What follows belongs to an exercise in optimizing a design on an open flow for a short achievable clock period and few clock cycles; a production flow would make more cautious choices. Function was checked by simulation only, so behaviour that the tests miss may differ from the original. No run shown here takes its clock network from TritonCTS; it comes from the design's own scripts or RTL. No driver is modelled on the clock port, so clock power and skew are understated where the tree is cut down; a real chip needs a root buffer or a tree. Power figures rest on the tool's default switching activity, not on a simulated workload.

===== design/flow/flow/run.sh =====
#!/bin/bash
# The standard layout, except that the clock tree is built by flow/cts_hook.tcl (a balanced
# two-level tree: the clock port drives four root buffers, each root drives the leaf buffers of
# one quarter of the registers) in place of TritonCTS. Everything else is the standard flow.
set -euo pipefail
here=$(pwd)
export PRE_CTS_TCL=$here/flow/cts_hook.tcl
bash standard.sh finish > standard_finish.log 2>&1

===== design/flow/flow/cts_hook.tcl =====
# PRE_CTS hook: build the clock tree here and make the flow's clock_tree_synthesis call a no-op.
source [file join [file dirname [info script]] mytree.tcl]
set mt_leaf_max 30
if {[info exists ::env(MT_LEAF_MAX)]} { set mt_leaf_max $::env(MT_LEAF_MAX) }

# Placement buffers the ports with small delay cells; give them plain buffers before the
# timing repair, which may only swap a cell for one of the same footprint.
foreach bt [[ord::get_db_block] getBTerms] {
  set net [$bt getNet]
  if {$net == "NULL" || [$bt getName] == "clk"} { continue }
  foreach it [$net getITerms] {
    set inst [$it getInst]
    set m [[$inst getMaster] getName]
    if {![regexp {buf|dly} $m]} { continue }
    if {[$bt getIoType] == "OUTPUT" && [$it isOutputSignal]} {
      replace_cell [$inst getName] sky130_fd_sc_hd__buf_6
    } elseif {[$bt getIoType] == "INPUT" && [$it isInputSignal]} {
      replace_cell [$inst getName] sky130_fd_sc_hd__buf_4
    }
  }
}

mt_build sky130_fd_sc_hd__buf_16 sky130_fd_sc_hd__buf_12 $mt_leaf_max
rename clock_tree_synthesis mt_orig_cts
proc clock_tree_synthesis {args} {
  puts "mytree: clock tree built by the PRE_CTS hook, clock_tree_synthesis skipped"
  set_propagated_clock [all_clocks]
}

===== design/flow/flow/mytree.tcl =====
# Build a two-level clock tree: clk port -> NROOT root buffers -> leaf buffers -> registers.
# Sinks are split by recursive bisection (alternating x/y at the median) into leaf clusters
# of at most LEAF_MAX sinks; the first two levels of the split give the root groups.
proc mt_center {its} {
  set sx 0; set sy 0; set n 0
  foreach it $its {
    set bb [[$it getInst] getBBox]
    set sx [expr {$sx + ([$bb xMin] + [$bb xMax]) / 2.0}]
    set sy [expr {$sy + ([$bb yMin] + [$bb yMax]) / 2.0}]
    incr n
  }
  return [list [expr {$sx / $n}] [expr {$sy / $n}]]
}
proc mt_key {it axis} {
  set bb [[$it getInst] getBBox]
  if {$axis == 0} { return [expr {[$bb xMin] + [$bb xMax]}] }
  return [expr {[$bb yMin] + [$bb yMax]}]
}
proc mt_split {its axis {frac 0.5}} {
  set l {}
  foreach it $its { lappend l [list [mt_key $it $axis] $it] }
  set l [lsort -real -index 0 $l]
  set h [expr {int(round([llength $l] * $frac))}]
  set a {}; set b {}
  set i 0
  foreach e $l { if {$i < $h} { lappend a [lindex $e 1] } else { lappend b [lindex $e 1] }; incr i }
  return [list $a $b]
}
# returns a list of leaf clusters of at most maxn sinks each, as even as the count allows
proc mt_leaves {its axis maxn} {
  set n [llength $its]
  if {$n <= $maxn} { return [list $its] }
  set k [expr {($n + $maxn - 1) / $maxn}]
  set k1 [expr {$k / 2}]
  lassign [mt_split $its $axis [expr {double($k1) / $k}]] a b
  return [concat [mt_leaves $a [expr {1 - $axis}] $maxn] [mt_leaves $b [expr {1 - $axis}] $maxn]]
}
proc mt_place {inst xy} {
  set m [$inst getMaster]
  set x [expr {int([lindex $xy 0] - [$m getWidth] / 2)}]
  set y [expr {int([lindex $xy 1] - [$m getHeight] / 2)}]
  $inst setLocation $x $y
  $inst setPlacementStatus PLACED
}
proc mt_out {inst} {
  foreach it [$inst getITerms] { if {[$it isOutputSignal]} { return $it } }
}
proc mt_build {root_cell leaf_cell leaf_max} {
  set block [ord::get_db_block]
  set db [ord::get_db]
  set clk [$block findNet clk]
  set sinks {}
  foreach it [$clk getITerms] { lappend sinks $it }
  puts "mytree: [llength $sinks] sinks"
  set rm [$db findMaster $root_cell]
  set lm [$db findMaster $leaf_cell]
  # four root groups: split x then y
  lassign [mt_split $sinks 0] h0 h1
  set groups [concat [mt_split $h0 1] [mt_split $h1 1]]
  set r 0; set nl 0
  foreach g $groups {
    set leaves [mt_leaves $g 0 $leaf_max]
    set rnet [odb::dbNet_create $block "clknet_r$r"]
    $rnet setSigType CLOCK
    set lxy {}
    foreach lv $leaves {
      set lnet [odb::dbNet_create $block "clknet_l$nl"]
      $lnet setSigType CLOCK
      set li [odb::dbInst_create $block $lm "clkbuf_l$nl"]
      set xy [mt_center $lv]
      lappend lxy $xy
      mt_place $li $xy
      foreach it $lv { $it disconnect; $it connect $lnet }
      [mt_out $li] connect $lnet
      [$li findITerm A] connect $rnet
      incr nl
    }
    set ri [odb::dbInst_create $block $rm "clkbuf_r$r"]
    set sx 0; set sy 0
    foreach xy $lxy { set sx [expr {$sx + [lindex $xy 0]}]; set sy [expr {$sy + [lindex $xy 1]}] }
    mt_place $ri [list [expr {$sx / [llength $lxy]}] [expr {$sy / [llength $lxy]}]]
    [mt_out $ri] connect $rnet
    [$ri findITerm A] connect $clk
    puts "mytree: root $r drives [llength $leaves] leaves"
    incr r
  }
}

===== design/flow/standard.sh =====
#!/bin/bash
# synth_recipe.tcl (not shown) runs the flow's synth.tcl, then flattens the netlist and writes it again
# the make line also repeats each setting of config.mk as NAME=value (left out here)
make -C /OpenROAD-flow-scripts/flow DESIGN_CONFIG=/design/flow/config.mk WORK_HOME=/design/flow/orfs CLKGATE_MAP_FILE= SYNTH_SCRIPT=/design/flow/synth_recipe.tcl "${@:-finish}"

===== design/flow/config.mk =====
export PLATFORM = sky130hd
export DESIGN_NAME = ifmap_loader_top
export DESIGN_NICKNAME = ifmap_loader_top
export VERILOG_FILES = /design/flow/design.v
export SDC_FILE = /design/flow/constraint.sdc
export NUM_CORES = 4
export LEC_CHECK = 0
export ABC_CLOCK_PERIOD_IN_PS = 2000
export CAP_MARGIN = 20
export CORE_MARGIN = 2
export CORE_UTILIZATION = 65
export PLACE_DENSITY = 0.8
export SETUP_SLACK_MARGIN = 3.0
export SLEW_MARGIN = 20

===== design/flow/constraint.sdc =====
create_clock -name core_clock -period 5.0 [get_ports {clk}]
set_input_delay 1.0000 -clock core_clock [delete_from_list [all_inputs] [get_ports {clk}]]
set_output_delay 1.0000 -clock core_clock [all_outputs]
set_load 0.01 [all_outputs]

===== design/flow/design.v =====
`default_nettype none
package ifmap_pkg;
	localparam int MAP_SIZE = 32;
	localparam int ADDR_W = 10;
	localparam int ROW_W = 5;
	localparam int FETCH_W = 8;
	localparam int SPIKES_PER_PKT = 5;
	localparam int NUM_PE = 10;
	localparam int PE_W = 4;
	localparam int LAST_ROW_OFFSET = 27;
	localparam int LAST_COL_OFFSET = 27;
	localparam int COL_STEP = 3;
	localparam int NODE_W = 4;
	localparam logic [NODE_W-1:0] SRC_NODE = 4'b0000;
	localparam logic [NUM_PE*NODE_W-1:0] PE_NODE = {
		4'b1110, 4'b1010, 4'b0110, 4'b0010, 4'b1101,
		4'b1001, 4'b0101, 4'b0001, 4'b1100, 4'b1000
	};
	localparam int PKT_W = 35;
	localparam logic [2:0] PKT_TYPE_SPIKE = 3'b001;
	localparam int CTRL_W = 27;
	localparam logic [CTRL_W-1:0] CTRL_DONE = 27'd1;
	localparam int PAD_W = PKT_W - 2 * NODE_W - 3 - SPIKES_PER_PKT;
	typedef union packed {
		struct packed {
			logic [NODE_W-1:0] src;
			logic [NODE_W-1:0] dst;
			logic [2:0] ptype;
			logic [PAD_W-1:0] pad;
			logic [SPIKES_PER_PKT-1:0] spikes;
		} spike;
		struct packed {
			logic [NODE_W-1:0] src;
			logic [NODE_W-1:0] dst;
			logic [CTRL_W-1:0] word;
		} ctrl;
	} pkt_t;
	localparam int STATE_W = 3;
	localparam logic [STATE_W-1:0] S_IDLE = 3'd0;
	localparam logic [STATE_W-1:0] S_ISSUE = 3'd1;
	localparam logic [STATE_W-1:0] S_WAIT_WIN = 3'd2;
	localparam logic [STATE_W-1:0] S_WAIT_MAP = 3'd3;
	localparam logic [STATE_W-1:0] S_FINISH = 3'd4;
endpackage
`default_nettype wire
`timescale 1ns/1ps
`default_nettype none
module ifmap_loader_top (
	input  wire         clk,
	input  wire         reset,
	input  wire         load_valid,
	input  wire         load_map,
	input  wire  [9:0]  load_addr,
	input  wire         load_spike,
	input  wire         start,
	input  wire         ctrl_valid,
	input  wire  [34:0] ctrl_pkt,
	output logic        pkt_valid,
	output logic [34:0] pkt,
	output logic        busy,
	output logic        scan_done
);
	logic       w_v, w_m, w_s;
	logic [9:0] w_a;
	logic [15:0] w_hi;    
	logic [3:0]  w_lo;    
	logic [63:0] w_rs;    
	logic [31:0] w_cs;    
	logic [63:0] w_d;     
	logic [2047:0] mb;    
	always_ff @(posedge clk) begin
		w_v <= load_valid & ~reset;
		w_m <= load_map;
		w_a <= load_addr;
		w_s <= load_spike;
		for (int i = 0; i < 16; i++)
			w_hi[i] <= load_valid && !reset && ({load_map, load_addr[9:7]} == 4'(i));
		for (int i = 0; i < 4; i++)
			w_lo[i] <= (load_addr[6:5] == 2'(i));
	end
	always_ff @(posedge clk) begin
		for (int r = 0; r < 64; r++) begin
			w_rs[r] <= w_hi[r/4] && w_lo[r%4];
			if (w_hi[r/4] && w_lo[r%4]) w_d[r] <= w_s;
		end
		for (int c = 0; c < 32; c++)
			w_cs[c] <= (w_a[4:0] == 5'(c));
	end
	always_ff @(posedge clk) begin
		for (int r = 0; r < 64; r++)
			for (int c = 0; c < 32; c++)
				if (w_rs[r] && w_cs[c]) mb[r*32 + c] <= w_d[r];
	end
	logic [39:0] w0;      
	always_ff @(posedge clk) begin
		for (int r = 0; r < 5; r++)
			for (int c = 0; c < 8; c++)
				if (load_valid && !reset && !load_map && load_addr == 10'(r*32 + c))
					w0[r*8 + c] <= load_spike;
	end
	logic [10:0] cnt0, cnt1;
	logic        loaded;
	always_ff @(posedge clk) begin
		if (reset) begin
			cnt0 <= '0;
			cnt1 <= '0;
		end else if (w_v) begin
			if (!w_m && !cnt0[10]) cnt0 <= cnt0 + 1'b1;
			if (w_m && !cnt1[10]) cnt1 <= cnt1 + 1'b1;
		end
	end
	assign loaded = (cnt0[10] | (w_v & ~w_m & (&cnt0[9:0]))) &
	                (cnt1[10] | (w_v &  w_m & (&cnt1[9:0])));
	logic done;
	logic start_take;
	logic st_r;           
	logic snd;            
	logic wtr, wt0, wt1;
	logic gap;            
	logic last0, last1;   
	logic rel;
	logic [9:0] pe_oh;    
	logic [9:0] sc;       
	logic [49:0] w0p;     
	logic [49:0] nx;      
	logic [44:0] sr;      
	logic [4:0]  pkt_spk;
	logic [3:0]  pkt_dst;
	assign done = ctrl_valid && (ctrl_pkt[26:0] == 27'd1);
	assign start_take = start && !reset && !busy && loaded;
	assign rel = ((wtr || gap) && done) || start_take;
	always_ff @(posedge clk) begin
		if (reset) begin
			busy <= 1'b0;
			scan_done <= 1'b0;
			st_r <= 1'b0;
			snd <= 1'b0;
			wtr <= 1'b0;
			wt0 <= 1'b0;
			wt1 <= 1'b0;
			gap <= 1'b0;
			pkt_valid <= 1'b0;
		end else begin
			busy <= start_take || (busy && !scan_done);
			scan_done <= wt1 && done;
			st_r <= start_take;
			if (snd) begin
				pkt_valid <= 1'b1;
				snd <= !pe_oh[8];
				wtr <= pe_oh[8] && !last0 && !last1;
				wt0 <= pe_oh[8] && last0;
				wt1 <= pe_oh[8] && last1;
			end else begin
				pkt_valid <= rel;
				snd <= rel;
				wtr <= wtr && !done;
				wt0 <= wt0 && !done;
				wt1 <= wt1 && !done;
			end
			gap <= (wt0 && done) || (gap && !done);
		end
	end
	function automatic [3:0] pe_node(input [9:0] oh);
		pe_node = 4'd0;
		for (int p = 0; p < 10; p++)
			if (oh[p]) pe_node = pe_node | ((40'hEA62D951C8 >> (4*p)) & 4'hF);
	endfunction
	always_ff @(posedge clk) begin
		if (snd) begin
			pe_oh <= pe_oh << 1;
			pkt_spk <= sr[4:0];
			sr <= sr >> 5;
			pkt_dst <= pe_node(pe_oh << 1);
		end else begin
			pe_oh <= 10'd1;
			pkt_spk <= busy ? nx[4:0] : w0p[4:0];
			sr <= busy ? nx[49:5] : w0p[49:5];
			pkt_dst <= 4'd8;
		end
	end
	always_comb begin
		for (int k = 0; k < 5; k++)
			for (int j = 0; j < 5; j++) begin
				w0p[10*k + 4 - j] = w0[8*k + j];
				w0p[10*k + 5 + 4 - j] = w0[8*k + j + 3];
			end
	end
	always_ff @(posedge clk) begin
		sc <= (st_r ? 10'd0 : sc) + 10'(snd && pe_oh[0]);
		last0 <= (sc == 10'd280);
		last1 <= (sc == 10'd560);
	end
	assign pkt = {4'b0000, pkt_dst, 3'b001, 19'd0, pkt_spk};
	logic       freq;
	logic [63:0] frow;        
	logic [9:0]  fcol;        
	logic [63:0] srow;
	logic [9:0]  scol;
	logic       ract;
	logic [2:0] rk;
	logic [63:0] rsel;        
	logic [9:0]  csel;        
	logic [31:0] s1q [8];     
	logic        s1_v, s2_v;
	logic [2:0]  s1_k, s2_k;
	logic [31:0] s1;          
	assign freq = st_r || (snd && pe_oh[0]);
	assign srow = st_r ? 64'd1 : frow;
	assign scol = st_r ? 10'd2 : fcol;
	always_ff @(posedge clk) begin
		if (reset) begin
			ract <= 1'b0;
			s1_v <= 1'b0;
			s2_v <= 1'b0;
		end else begin
			if (freq) begin
				ract <= 1'b1;
			end else if (rk == 3'd4) begin
				ract <= 1'b0;
			end
			s1_v <= ract;
			s2_v <= s1_v;
		end
	end
	always_ff @(posedge clk) begin
		if (freq) begin
			if (scol[9]) begin
				fcol <= 10'd1;
				frow <= srow[27] ? (64'd1 << 32) : srow[59] ? 64'd1 : (srow << 1);
			end else begin
				fcol <= scol << 1;
				frow <= srow;
			end
			rsel <= srow;
			csel <= scol;
			rk <= 3'd0;
		end else begin
			rsel <= rsel << 1;
			rk <= rk + 1'b1;
		end
	end
	always_ff @(posedge clk) begin
		for (int q = 0; q < 8; q++)
			for (int c = 0; c < 32; c++) begin
				logic b;
				b = 1'b0;
				for (int r = 8*q; r < 8*q + 8; r++)
					b = b | (rsel[r] & mb[r*32 + c]);
				s1q[q][c] <= b;
			end
		s1_k <= rk;
		s2_k <= s1_k;
	end
	always_ff @(posedge clk) begin
		s1 <= s1q[0] | s1q[1] | s1q[2] | s1q[3] | s1q[4] | s1q[5] | s1q[6] | s1q[7];
	end
	logic [7:0] win8;
	always_comb begin
		win8 = 8'd0;
		for (int i = 0; i < 10; i++)
			for (int j = 0; j < 8; j++)
				if (3*i + j < 32)
					win8[j] = win8[j] | (csel[i] & s1[(3*i + j) % 32]);
	end
	always_ff @(posedge clk) begin
		if (s2_v) begin
			for (int k = 0; k < 5; k++) begin
				if (s2_k == 3'(k)) begin
					for (int j = 0; j < 5; j++) begin
						nx[10*k + 4 - j] <= win8[j];
						nx[10*k + 5 + 4 - j] <= win8[j + 3];
					end
				end
			end
		end
	end
endmodule
`default_nettype wire

==> impl_metrics.json, run 1 <==
{
  "fill_cells": 11247,
  "post-route-min-period_ps": 2160,
  "antenna_found_initial": 20,
  "finalCritPeriodShare_pct": 43.21,
  "leakage_nw": 37.83,
  "areaGrowthSynthToFinish_pct": 4.302,
  "grt_pass1_wl_um": 436400,
  "worst_slew_pin_slew_ps": 1309,
  "ant_nets": 0,
  "hold_viol": 0,
  "critPathLaunchType": "flop",
  "fin_skew_ps": 23.68,
  "wl_um": 305700,
  "path_max_fanout": 2,
  "grt_max_degree": 94,
  "postCtsHoldBufs": 0,
  "dpl_cell_area_sq_um": 113300,
  "drtPass1Iterations": 6,
  "finish.instance_area_sq_um": 115700,
  "wl_per_cell_um": 30.92,
  "ys_warn_count": 2,
  "port_buffers": 55,
  "drive_gt1_share_pct": 6.848,
  "nets": 7726,
  "grt_pass1_vias": 65803,
  "power.density_nw_per_um2": 317.0,
  "synth_cell_types": 55,
  "synth_edf_count": 2275,
  "drcViolationCount": 0,
  "avgSynthCellArea_sq_um": 13.87,
  "die_y_um": 417.2,
  "vias": 66870,
  "fmaxAchievable_mhz": 462.9,
  "slew_headroom_pct": 11.90,
  "ys.flop_type": "edfxtp_1",
  "rows": 151,
  "drt-initial-drc-count": 9905,
  "crit_type": "flop to output port",
  "async_reset_ff_share_pct": 0,
  "grt-ovfl-total": 0,
  "synth_cells": 7999,
  "rsz0062_at_grt": "true",
  "drv_cap": 0,
  "final_max_slew_viol_count": 0,
  "synth-seq-area-share_pct": 72.29,
  "clk_pin_slew_ps": 110,
  "ys_ff_latch": 2869,
  "hpwlAfterDp_um": 168400,
  "routabilityCongestion": 0.8934,
  "finalSetupViolations": 0,
  "vias_per_cell": 6.763,
  "ios": 90,
  "setup_tns_ps": 0,
  "synth_area_sq_um": 111000,
  "clk_latency_ps": 590,
  "hold_class": "flop to flop",
  "crit_required_ps": 4000,
  "status": "timing/DRC/antenna clean",
  "final_util_pct": 68.29,
  "die_area_sq_um": 174000,
  "endpoint_kind": "output port",
  "fp.dieW_um": 417.2,
  "ir_drop_v": 0.0004795,
  "start_util_pct": 65.47,
  "grt_usage_pct": 34.39,
  "coreArea_sq_um": 169500,
  "arrival_ps": 1160
}
flip-flops by register name, summed over array words and instances, names as in the netlist, 11 cells and up, named ones only:
register / count
cnt0: 11
cnt1: 11
frow: 64
mb: 2048
nx: 40
rsel: 64
s1: 32
s1q: 256
sr: 45
w0: 40
w_cs: 32
w_d: 64
w_hi: 16
w_rs: 64
path summary, 6_finish.rpt:
path	startpoint	to	slack (ps)	cells after the start
min	s1_k[2]	s2_k[2]	340	0
max	busy	busy	2840	2
max reg2reg	rsel[21]	s1q[2][22]	2930	3
min reg2reg	s1_k[2]	s2_k[2]	340	0
per-stage QoR:
stage | hold WS, ps | setup slack [ps] | power [mW] | std cells
after floorplan | 309.6 | 2598 | 26.79 | 8023
after global placement | 310.4 | 1450 | 27.40 | 9764
after detailed placement | 314.7 | 1387 | 27.44 | 9764
after CTS | 340.4 | 2821 | 36.59 | 9875
after global routing | 344.5 | 2805 | 37.41 | 9885
final | 339.7 | 2840 | 36.68 | 9888
cell usage in the layout (no fill, tap or decap), types with 5 or more instances in the layout:
cell type,n
buf_16,6
nor2b_1,28
xnor2_1,12
dfxtp_2,50
nand3b_1,6
nor2_2,8
edfxtp_1,2275
xor2_1,13
nand2_1,210
nand4_1,270
inv_1,28
a221oi_1,8
buf_4,297
dfxtp_1,541
nor2_1,178
o21ai_0,30
a21oi_1,93
nand2b_1,6
buf_12,99
a22o_1,10
nor4_1,70
and2_1,2135
buf_6,13
mux2i_1,31
conb_1,26
a22oi_1,1097
or3_1,5
nand3_1,23
nor4_2,7
nor3_1,9
a211oi_1,9
worst max-delay path: stages, from the launching register on:
cell	delay (ps)
dfxtp_4	370
buf_12	120
buf_6	110
synthesized netlist by cell type, drive strengths merged, types with 4 or more instances:
| master | n | area (sq um) |
|---|---|---|
| inv | 31 | 116.4 |
| nor2b | 29 | 183.9 |
| ha | 6 | 75.07 |
| nor3 | 10 | 50.05 |
| a221oi | 9 | 85.08 |
| or3 | 5 | 31.28 |
| nor2 | 187 | 701.9 |
| dfxtp | 594 | 11890 |
| and2 | 2136 | 13360 |
| o21ai | 30 | 150.1 |
| nand2 | 215 | 807.0 |
| edfxtp | 2275 | 68320 |
| nand4 | 271 | 1702 |
| a21oi | 95 | 475.5 |
| a211oi | 9 | 67.56 |
| clkbuf | 742 | 2786 |
| xor2 | 13 | 113.9 |
| mux2i | 31 | 310.3 |
| mux2 | 4 | 45.04 |
| nand2b | 7 | 43.79 |
| a22o | 10 | 87.58 |
| xnor2 | 12 | 105.1 |
| a22oi | 1097 | 8235 |
| nor4 | 77 | 481.7 |
| buf | 39 | 260.3 |
| nand3 | 24 | 120.1 |
| nand3b | 6 | 45.04 |
layer usage:
| layer | vias up | global-route usage (%) | wire (um) |
|---|---|---|---|
| met5 | - | 0 | 54 |
| met3 | 731 | 6.640 | 38460 |
| met4 | 8 | 18.88 | 20480 |
| met2 | 4590 | 54.79 | 141500 |
| li1 | 28140 | - | - |
| met1 | 33401 | 44.94 | 105200 |
repair_timing:
item / in CTS / in global routing
cloned: 5 / 2
buffers inserted: 6 / 6
resized for setup: 29 / 18
pin swaps: 4 / 6
setup endpoints to repair: 186 / 118
power breakdown:
| part | switching [mW] | internal, mW | total, mW |
|---|---|---|---|
| registers | 0.286 | 25.6 | 25.9 |
| logic | 0.734 | 0.292 | 1.03 |
| clock network | 6.59 | 3.15 | 9.73 |
logic make-up (layout without fill, tap and decap cells):
logic type               count (synthesis)  count (layout)  share of synthesized area, %
AND/OR/NAND/NOR                       2989            2992                         15.98
buffers and inverters                  812             452                         2.851
other                                    2              30                      0.006768
adder cells (fa/ha/maj)                  6               6                       0.06766
flip-flops                            2869            2869                         72.29
AO/OA/AOI/OAI                         1261            1261                         8.288
multiplexers                            35              35                        0.3203
XOR/XNOR                                25              25                        0.1973
final cells by class:
cell class | count | area [sq um] | share of cell area, %
diodes | 4 | 10.01 | 0.008649
plain buffers | 100 | 2032 | 1.756
inverters | 31 | 118.9 | 0.1027
multi-input cells | 4345 | 27880 | 24.09
flip-flops and latches | 2869 | 80280 | 69.37
well taps | 2218 | 2775 | 2.398
repair buffers | 321 | 2633 | 2.275
Testbench counts, summed over its fixed seeds: cycles 22,408.
==> run 2: changes to the inputs <==
--- a/design/flow/flow/cts_hook.tcl
+++ b/design/flow/flow/cts_hook.tcl
@@ -2,3 +2,3 @@
 source [file join [file dirname [info script]] mytree.tcl]
-set mt_leaf_max 30
+set mt_leaf_max 26
 if {[info exists ::env(MT_LEAF_MAX)]} { set mt_leaf_max $::env(MT_LEAF_MAX) }
==> run 2 against run 1 <==
Utilization is 0.19 points higher. Highest routed layer unchanged. Still clean. Die area stayed put. Register-to-register slack better by 60 ps. Synthesized area stayed put. Clock power is 7% higher. Synthesized cell count stayed put. Design area is 0.28% higher. First-iteration DRC count is 0.80% higher. Largest cell class unchanged. Sequential power hardly changed.
==> impl_metrics.json, run 2 <==
{
  "status": "timing/DRC/antenna clean",
  "grt_usage_pct": 34.46,
  "synth_area_leaders": "edfxtp_1 62%, and2_1 12%, dfxtp_1 11%",
  "drt-initial-drc-count": 9984,
  "synth_cells": 7999,
  "ir_drop_v": 0.0005309,
  "grt-ovfl-total": 0,
  "post-route-min-period_ps": 2198,
  "nets": 7741,
  "drv_cap": 0,
  "drcViolationCount": 0,
  "synth_common_cells": "2275 x edfxtp_1, 2136 x and2_1, 1097 x a22oi_1",
  "synth.most_common_cell": "edfxtp_1",
  "wl_um": 306200,
  "slew_headroom_pct": 13.71,
  "power.density_nw_per_um2": 321.5,
  "die_y_um": 417.2,
  "vias": 66955,
  "path_max_fanout": 2,
  "r2r_slack_ps": 2990,
  "synth-seq-area-share_pct": 72.29,
  "start_util_pct": 65.47,
  "synth_fa_ha_area_share_pct": 0.06766,
  "areaGrowthSynthToFinish_pct": 4.595,
  "arrival_ps": 1200,
  "avgSynthCellArea_sq_um": 13.87,
  "finish.instance_area_sq_um": 116100,
  "synth_top_family_by_area": "simple AND/OR/NAND/NOR gates",
  "clk_pin_slew_ps": 100,
  "fin_skew_ps": 24.34,
  "ys_ff_latch": 2869,
  "final_common_cell": "edfxtp_1",
  "finalSetupViolations": 0,
  "grt_use_met2_pct": 54.32,
  "vias_per_cell": 6.762,
  "coreArea_sq_um": 169500,
  "antenna_found_initial": 17,
  "drtPass1Iterations": 8,
  "synth-xor-area-share_pct": 0.1973,
  "grt_pass1_vias": 66030,
  "muxShareOfSynthArea_pct": 0.3203,
  "postCtsHoldBufs": 0,
  "holdPathEnd": "s2_k[2]",
  "routabilityCongestion": 0.8934,
  "layout_common_cells": "2275 x edfxtp_1, 2135 x and2_1, 1097 x a22oi_1",
  "dpl_cell_area_sq_um": 113300,
  "hold_viol": 0,
  "use_met1_pct": 44.79,
  "synth_top_area_cell": "edfxtp_1",
  "port_buffers": 55,
  "async_reset_ff_share_pct": 0,
  "synth-simple-area-share_pct": 15.98,
  "rows": 151,
  "fp.dieW_um": 417.2,
  "ys.flop_type": "edfxtp_1",
  "worstReg2RegEnd": "mb[687]",
  "whs_path_depth": 0,
  "synth_edf_count": 2275,
  "hold_class": "flop to flop",
  "die_area_sq_um": 174000,
  "regMostFlops": "mb",
  "crit_type": "flop to output port",
  "grt_pass1_wl_um": 437300,
  "busiest_layer": "met2",
  "p_total_mw": 37.31,
  "grt_max_degree": 94,
  "reg_top3": "mb: 2048 flops, s1q: 256 flops",
  "met3_usage_pct": 6.984,
  "leakage_nw": 38.00,
  "synth_area_sq_um": 111000,
  "drive_gt1_share_pct": 7.043,
  "rr_worst_depth": 2,
  "wl_per_cell_um": 30.92,
  "ios": 90,
  "worst_slew_pin_slew_ps": 1283,
  "ant_nets": 0,
  "synth-compound-area-share_pct": 8.288,
  "finalCritPeriodShare_pct": 43.96,
  "synth_top_area_share_pct": 61.57,
  "endpoint_kind": "output port",
  "final_max_slew_viol_count": 0,
  "r2r_start": "w_cs[15]",
  "hpwlAfterDp_um": 168400,
  "synth_cell_types": 55,
  "critPathLaunchType": "flop",
  "worstHoldStart": "s1_k[2]",
  "crit_required_ps": 4000,
  "largest_reg_flops": 2048,
  "setup_tns_ps": 0,
  "ys_warn_count": 2,
  "fmaxAchievable_mhz": 455.0,
  "rsz0062_at_grt": "true",
  "clk_latency_ps": 630,
  "fill_cells": 11194
}
## run 2: cell count changes in the layout (fill, tap and decap cells not counted), sizes merged
cell,delta
clkbuf,+1
buf,+14
diode,-2
## run 2: kinds of logic after synthesis
logic type	after synthesis
other	2
buffers and inverters	812
AOI/OAI and AO/OA	1261
muxes	35
DFF	2869
and+or+nand+nor	2989
xor gates and xnor gates	25
adders and majority gates	6
## run 2: cell type report
class                      instances  area, sq um  area share (%)
buffer                           116         2352           2.027
inverter                          31        118.9          0.1024
timing repair buffer             320         2633           2.268
multi-input combinational       4345        27880           24.03
antenna                            2        5.005        0.004312
tap                             2218         2775           2.391
sequential                      2869        80290           69.18
## run 2: worst max path at each step
stage                     start      to  slack [ps]
after floorplan           reset  w0[39]        2600
after global placement    reset  w0[18]        1450
after detailed placement  reset  w0[29]        1390
after CTS                  busy    busy        2790
after global routing       busy    busy        2780
final                      busy    busy        2800
## run 2: where the power goes
part | internal (mW) | switching (mW)
sequential | 25.6 | 0.283
clock | 3.62 | 6.73
combinational | 0.292 | 0.736
total | 29.6 | 7.75
## run 2: what timing repair did
| item | 4_1_cts | 5_1_grt |
|---|---|---|
| setup endpoints to repair | 188 | 116 |
| cloned | 5 | 2 |
| pin swaps | 1 | 6 |
| resized for setup | 27 | 24 |
| setup buffers | 4 | 7 |
## run 2: stage by stage
| step | cells | util (%) | setup slack (ps) | hold WS [ps] |
|---|---|---|---|---|
| final | 9901 | 68.48 | 2802 | 337.9 |
| after global routing | 9899 | 68.48 | 2778 | 342.3 |
| after CTS | 9889 | 68.34 | 2791 | 337.7 |
| after detailed placement | 9764 | 66.87 | 1387 | 314.7 |
| after global placement | 9764 | 66.87 | 1450 | 310.4 |
| after floorplan | 8023 | - | 2598 | 309.6 |
## run 2: critical path: stages, from the launching register on
cell and delay (ps):
dfxtp_4 360, buf_12 120, buf_6 110
## run 2: layer usage
| metal | wire length [um] | vias up |
|---|---|---|
| li1 | - | 28182 |
| met4 | 22050 | 6 |
| met3 | 38520 | 784 |
| met5 | 41 | - |
| met1 | 104900 | 33436 |
| met2 | 140600 | 4547 |
==> run 3: changes to the inputs <==
--- a/design/flow/design.v
+++ b/design/flow/design.v
@@ -116,2 +116,4 @@
 	logic st_r;           
+	logic act;            
+	logic fin;            
 	logic snd;            
@@ -129,3 +131,3 @@
 	assign done = ctrl_valid && (ctrl_pkt[26:0] == 27'd1);
-	assign start_take = start && !reset && !busy && loaded;
+	assign start_take = start && !reset && !(act || fin) && loaded;
 	assign rel = ((wtr || gap) && done) || start_take;
@@ -135,2 +137,4 @@
 			scan_done <= 1'b0;
+			act <= 1'b0;
+			fin <= 1'b0;
 			st_r <= 1'b0;
@@ -143,4 +147,6 @@
 		end else begin
-			busy <= start_take || (busy && !scan_done);
+			busy <= start_take || act;
 			scan_done <= wt1 && done;
+			act <= start_take || (act && !(wt1 && done));
+			fin <= wt1 && done && act;
 			st_r <= start_take;
@@ -175,4 +181,4 @@
 			pe_oh <= 10'd1;
-			pkt_spk <= busy ? nx[4:0] : w0p[4:0];
-			sr <= busy ? nx[49:5] : w0p[49:5];
+			pkt_spk <= act ? nx[4:0] : w0p[4:0];
+			sr <= act ? nx[49:5] : w0p[49:5];
 			pkt_dst <= 4'd8;
--- a/design/flow/flow/cts_hook.tcl
+++ b/design/flow/flow/cts_hook.tcl
@@ -2,3 +2,3 @@
 source [file join [file dirname [info script]] mytree.tcl]
-set mt_leaf_max 26
+set mt_leaf_max 30
 if {[info exists ::env(MT_LEAF_MAX)]} { set mt_leaf_max $::env(MT_LEAF_MAX) }
==> run 3 against run 2 <==
Still clean. Utilization shrank 0.12 points. Combinational power is essentially flat. Power shrank 1.8%. Cell count is essentially flat. Global-route usage shrank 0.50 points. Synthesized area is essentially flat. Die area is essentially flat. Sequential share of layout area grew 0.16 points. Via count is essentially flat. Synthesized cell count is essentially flat. Critical path type is now input pin to flop. Critical endpoint is now w0[31]. Largest power group unchanged.
==> impl_metrics.json, run 3 <==
{
  "synth_area_leaders": "edfxtp_1 62%, and2_1 12%, dfxtp_1 11%",
  "startpoint": "reset",
  "crit_end": "w0[31]",
  "largest_reg_flops": 2048,
  "endpoint_kind": "flop",
  "timing.hold.ws_ps": 334.5,
  "drv_cap": 0,
  "hold_viol": 0,
  "synth_area_sq_um": 111000,
  "finalSetupViolations": 0,
  "critPathLaunchType": "input pin",
  "routabilityCongestion": 0.9177,
  "drt-initial-drc-count": 10484,
  "synth-seq-area-share_pct": 72.27,
  "grt_usage_pct": 33.96,
  "antenna_found_initial": 8,
  "power.density_nw_per_um2": 316.4,
  "final_common_cell": "edfxtp_1",
  "ys_warn_count": 2,
  "r2r_slack_ps": 3000,
  "fp.dieW_um": 417.3,
  "final_max_slew_viol_count": 0,
  "worst_slew_pin_slew_ps": 1313,
  "rr_worst_depth": 3,
  "ir_drop_v": 0.0004702,
  "leakage_nw": 37.83,
  "crit_required_ps": 5310,
  "slew_headroom_pct": 11.65,
  "rows": 151,
  "worstReg2RegEnd": "nx[23]",
  "dp.cells": 9773,
  "grt_pass1_vias": 65814,
  "clk_latency_ps": 590,
  "r2r_start": "csel[3]",
  "nets": 7733,
  "crit_type": "input pin to flop",
  "ios": 90,
  "synth_top_area_share_pct": 61.52,
  "grt_max_degree": 94,
  "port_buffers": 55,
  "regMostFlops": "mb",
  "synth.most_common_cell": "edfxtp_1",
  "synth_edf_count": 2275,
  "crit_path_max_incr_delay_ps": 530,
  "drive_gt1_share_pct": 7.168,
  "p_total_mw": 36.65,
  "post-route-min-period_ps": 2083,
  "finalNonFillerCells": 9893,
  "synth_cell_types": 57,
  "drcViolationCount": 0,
  "start_util_pct": 65.52,
  "clk_pin_slew_ps": 120,
  "status": "timing/DRC/antenna clean",
  "crit_chain": "buf_8 > buf_12 > or4b_4 > nor2_4 > nand2_4 > nor2_1",
  "fin_skew_ps": 25.12,
  "reg_top3": "mb: 2048 flops, s1q: 256 flops",
  "synth_top_area_cell": "edfxtp_1",
  "areaGrowthSynthToFinish_pct": 4.334,
  "grt-ovfl-total": 0,
  "vias": 66992,
  "wl_um": 301900,
  "postCtsHoldBufs": 0,
  "synth_common_cells": "2275 x edfxtp_1, 2135 x and2_1, 1097 x a22oi_1",
  "hpwlAfterDp_um": 167500,
  "layout_common_cells": "2275 x edfxtp_1, 2134 x and2_1, 1097 x a22oi_1",
  "ant_nets": 0,
  "final_util_pct": 68.36,
  "setup_tns_ps": 0,
  "avgSynthCellArea_sq_um": 13.87,
  "die_area_sq_um": 174100,
  "ys_ff_latch": 2871,
  "arrival_ps": 2390,
  "fmaxAchievable_mhz": 480.2,
  "ys.flop_type": "edfxtp_1",
  "drtPass1Iterations": 9,
  "vias_per_cell": 6.772,
  "wl_per_cell_um": 30.51,
  "hold_class": "flop to flop",
  "die_y_um": 417.3,
  "finalCritPeriodShare_pct": 41.65,
  "async_reset_ff_share_pct": 0,
  "coreArea_sq_um": 169500,
  "slowest_stage": "or4b_4",
  "synth_cells": 8006,
  "rsz0062_at_grt": "true",
  "grt_pass1_wl_um": 432700,
  "path_max_fanout": 8
}
-- run 3: worst min-delay path by stage --
stage	cells after the start	end	from	slack (ps)
3_3_place_gp	0	s2_k[2]	s1_k[2]	310
5_1_grt	0	s2_k[0]	s1_k[0]	350
4_1_cts	0	s2_k[2]	s1_k[2]	340
3_5_place_dp	0	s2_k[2]	s1_k[2]	310
6_report	0	s2_k[2]	s1_k[2]	330
2_1_floorplan	0	s2_k[0]	s1_k[0]	310
-- run 3: layer usage --
layer  global-route usage (%)  up-vias  share of wire [%]
li1                         -    28180                  -
met3                    5.570      742                 12
met5                        0        -              0.013
met1                    45.06    33529                 35
met4                    17.89        6                6.5
met2                    54.48     4535                 47
-- run 3: cell type report --
class	instances	area, sq um
Antenna cell	2	5.005
Multi-Input combinational cell	4351	28040
Tap cell	2218	2775
Inverter	30	115.1
Sequential cell	2871	80340
Buffer	100	2032
Fill cell	11338	53620
Timing Repair Buffer	321	2542
-- run 3: repair_timing --
item | 4_1_cts | 5_1_grt
endpoints found under the hold margin | 0 | 0
endpoints found under the setup margin | 173 | 251
buffers inserted | 6 | 8
pin swaps | 8 | 10
gates resized for setup | 38 | 40
cloned | 3 | 1
-- run 3: cells by family (layout without fill, tap and decap cells) --
group	after synthesis	count (layout)	share of synthesized area, %
AND/OR/NAND/NOR	2993	2996	15.99
flip-flops	2871	2871	72.27
AO/OA/AOI/OAI	1263	1263	8.301
buffers and inverters	811	451	2.844
multiplexers	35	35	0.3200
XOR/XNOR	25	25	0.1972
adder cells (fa/ha/maj)	6	6	0.06761
other	2	28	0.006763
-- run 3: critical path, delay by kind of cell --
kind | cells | cell delay [ps]
buffers and inverters | 2 | 220
and+or+nand+nor | 4 | 1170
-- run 3: where the power goes --
part | leakage [nW] | switching, mW | internal (mW)
clock | 0.953 | 6.57 | 3.14
sequential | 25.3 | 0.282 | 25.7
combinational | 11.6 | 0.713 | 0.291
total | 37.8 | 7.56 | 29.1
-- run 3: through the flow --
stage / area (sq um) / setup slack (ps)
3_3_place_gp: 113400 / 1715
5_1_grt: 115800 / 2906
4_1_cts: 115600 / 2935
2_1_floorplan: 111200 / 2636
3_5_place_dp: 113400 / 1699
6_report: 115900 / 2917
Testbench counts of run 3, summed over its fixed seeds: cycles 22,408.
==> run 4: changes to the inputs <==
--- a/design/flow/flow/cts_hook.tcl
+++ b/design/flow/flow/cts_hook.tcl
@@ -22,3 +22,3 @@
 
-mt_build sky130_fd_sc_hd__buf_16 sky130_fd_sc_hd__buf_12 $mt_leaf_max
+mt_build sky130_fd_sc_hd__clkbuf_16 sky130_fd_sc_hd__clkbuf_16 $mt_leaf_max
 rename clock_tree_synthesis mt_orig_cts
==> run 4 against run 3 <==
Routed wire length rose by 0.41%. Cell count barely moved. Sequential share of layout area fell by 0.24 points. Combinational power barely moved. Via count rose by 0.18%. Clock power barely moved. Hold slack improved by 2.3 ps. First-iteration DRC count fell by 4.1%. Utilization rose by 0.23 points. Critical endpoint is now pkt[1]. Largest cell class unchanged. Largest power group unchanged.
==> impl_metrics.json, run 4 <==
{
  "path_max_fanout": 1,
  "crit_required_ps": 4000,
  "rows": 151,
  "worst_slack_ps": 2911,
  "drcViolationCount": 0,
  "r2r_start": "csel[0]",
  "synth_common_cells": "2275 x edfxtp_1, 2135 x and2_1, 1097 x a22oi_1",
  "worstHoldStart": "s1_k[2]",
  "layout_common_cells": "2275 x edfxtp_1, 2134 x and2_1, 1097 x a22oi_1",
  "clk_pin_slew_ps": 110,
  "vias": 67110,
  "synth_cell_types": 57,
  "hold_class": "flop to flop",
  "grt_max_degree": 94,
  "finalCritPeriodShare_pct": 41.78,
  "power.density_nw_per_um2": 318.3,
  "finalSetupViolations": 0,
  "setup_tns_ps": 0,
  "vias_per_cell": 6.782,
  "critPathLaunchType": "flop",
  "grt_pass1_vias": 65893,
  "worstReg2RegEnd": "nx[34]",
  "drv_cap": 0,
  "slew_headroom_pct": 12.22,
  "drtPass1Iterations": 8,
  "ant_nets": 0,
  "crit_path_max_incr_delay_ps": 340,
  "p_total_mw": 37.00,
  "largest_reg_flops": 2048,
  "grt_usage_pct": 33.91,
  "fmaxAchievable_mhz": 478.7,
  "port_buffers": 55,
  "arrival_ps": 1090,
  "die_area_sq_um": 174100,
  "final_common_cell": "edfxtp_1",
  "ios": 90,
  "ys.flop_type": "edfxtp_1",
  "hpwlAfterDp_um": 167500,
  "synth_area_sq_um": 111000,
  "postCtsHoldBufs": 0,
  "final_max_slew_viol_count": 0,
  "whs_path_depth": 0,
  "dpl_cell_area_sq_um": 113400,
  "worst_slew_pin_slew_ps": 1305,
  "rsz0062_at_grt": "true",
  "antenna_found_initial": 5,
  "nets": 7735,
  "regMostFlops": "mb",
  "timing.hold.ws_ps": 336.8,
  "coreArea_sq_um": 169500,
  "hold_viol": 0,
  "place_ws_ps": 1699,
  "drive_gt1_share_pct": 6.971,
  "wl_um": 303100,
  "synth_cells": 8006,
  "start_util_pct": 65.52,
  "synth_area_leaders": "edfxtp_1 62%, and2_1 12%, dfxtp_1 11%",
  "synth-seq-area-share_pct": 72.27,
  "grt-ovfl-total": 0,
  "endpoint_kind": "output port",
  "ys_ff_latch": 2871,
  "areaGrowthSynthToFinish_pct": 4.691,
  "post-route-min-period_ps": 2089,
  "async_reset_ff_share_pct": 0,
  "crit_buf_inv": 1,
  "crit_chain": "buf_6",
  "crit_type": "flop to output port",
  "synth_top_area_cell": "edfxtp_1",
  "clk_latency_ps": 640,
  "drt-initial-drc-count": 10053,
  "ys_warn_count": 2,
  "reg_top3": "mb: 2048 flops, s1q: 256 flops",
  "startpoint": "pkt_spk[1]",
  "leakage_nw": 38.10,
  "finish.instance_area_sq_um": 116200,
  "avgSynthCellArea_sq_um": 13.87,
  "fp.dieW_um": 417.3,
  "fin_skew_ps": 17.91,
  "die_y_um": 417.3,
  "r2r_slack_ps": 3000,
  "fill_cells": 11254,
  "wl_per_cell_um": 30.63,
  "final_util_pct": 68.59,
  "grt_pass1_wl_um": 432200,
  "dp.cells": 9773,
  "status": "timing/DRC/antenna clean",
  "crit_family": "flip-flops",
  "synth_top_area_share_pct": 61.52,
  "routabilityCongestion": 0.9177,
  "slowest_stage": "dfxtp_2",
  "rr_worst_depth": 3,
  "synth.most_common_cell": "edfxtp_1",
  "ir_drop_v": 0.0004337,
  "holdPathEnd": "s2_k[2]",
  "synth_edf_count": 2275,
  "finalNonFillerCells": 9895
}
-- run 4: cell types whose count changed in the layout (fill, tap and decap cells not counted), moves of 4 or more --
| cell | change |
|---|---|
| nor2_1 | +17 |
| clkbuf_16 | +101 |
| buf_12 | -95 |
| nor2_4 | -9 |
| nor2_2 | -8 |
| buf_16 | -4 |
-- run 4: worst max path at each step --
stage              end  slack (ps)  depth (start not counted)
2_1_floorplan    w0[7]        2640                          5
3_3_place_gp    w0[39]        1710                          5
3_5_place_dp    w0[39]        1700                          5
4_1_cts        csel[7]        2850                          2
5_1_grt           busy        2870                          1
6_report        pkt[1]        2910                          1
-- run 4: per-layer routing --
layer	GRT usage [%]	vias to the layer above	share of wire, %	wire length, um
met2	54.38	4518	47	141900
met4	17.97	8	6.5	19840
met5	0	-	0.018	54
li1	-	28182	-	-
met1	44.85	33656	35	106200
met3	5.755	746	12	35090
-- run 4: cell type report --
cell class / count / area (sq um) / share of cell area [%]
diodes: 2 / 5.005 / 0.004305
plain buffers: 100 / 2502 / 2.153
inverters: 30 / 115.1 / 0.09902
multi-input cells: 4351 / 27960 / 24.05
flip-flops and latches: 2871 / 80330 / 69.11
well taps: 2218 / 2775 / 2.387
repair buffers: 323 / 2556 / 2.199
-- run 4: what timing repair did --
action / 4_1_cts / 5_1_grt
hold endpoints to repair: 0 / 0
setup buffers: 3 / 13
resized for setup: 22 / 26
pin swaps: 5 / 6
cloned: 0 / 4
setup endpoints to repair: 172 / 200
-- run 4: kinds of logic after synthesis --
logic type | after synthesis | synth area share, %
flops | 2871 | 72.27
fa+ha+maj | 6 | 0.06761
other cells | 2 | 0.006763
xor+xnor | 25 | 0.1972
buf+inv | 811 | 2.844
simple gates | 2993 | 15.99
compound gates | 1263 | 8.301
mux | 35 | 0.3200
-- run 4: where the power goes --
group	switching (mW)	internal [mW]	total, mW
logic	0.718	0.292	1.01
registers	0.285	25.7	25.9
clock network	6.49	3.55	10.0

[separate check: timing with driven ports]
The flow's constraints put no driver on any port. The routed layouts listed below were extracted and timed again, unchanged, in two steps. Step 1: set_driving_cell puts a clkbuf_16 on clk and a buf_2 on each other input, an assumption about the parent block. Step 2 also shifts input and output timing later by t, the mid clock arrival at the registers, as if the neighbouring blocks saw the same clock. Slacks: no drivers / after step 1 / after step 2; pairs: no drivers / after step 1.
| run | t (ns) | setup WS [ns] | worst setup path after step 2 |
|---|---|---|---|
| run 1 | 0.772 | 2.840 / 2.647 / 2.322 | input to register |
| run 2 | 0.809 | 2.802 / 2.609 / 2.311 | input to register |
| run 3 | 0.781 | 2.917 / 2.745 / 2.292 | input to register |
| run 4 | 0.816 | 2.911 / 2.727 / 2.330 | input to register |
After both steps every run listed still meets setup and hold. For run 3, which loses most, drivers alone change the setup slack by -0.172 ns; drivers and shift together by -0.625 ns.
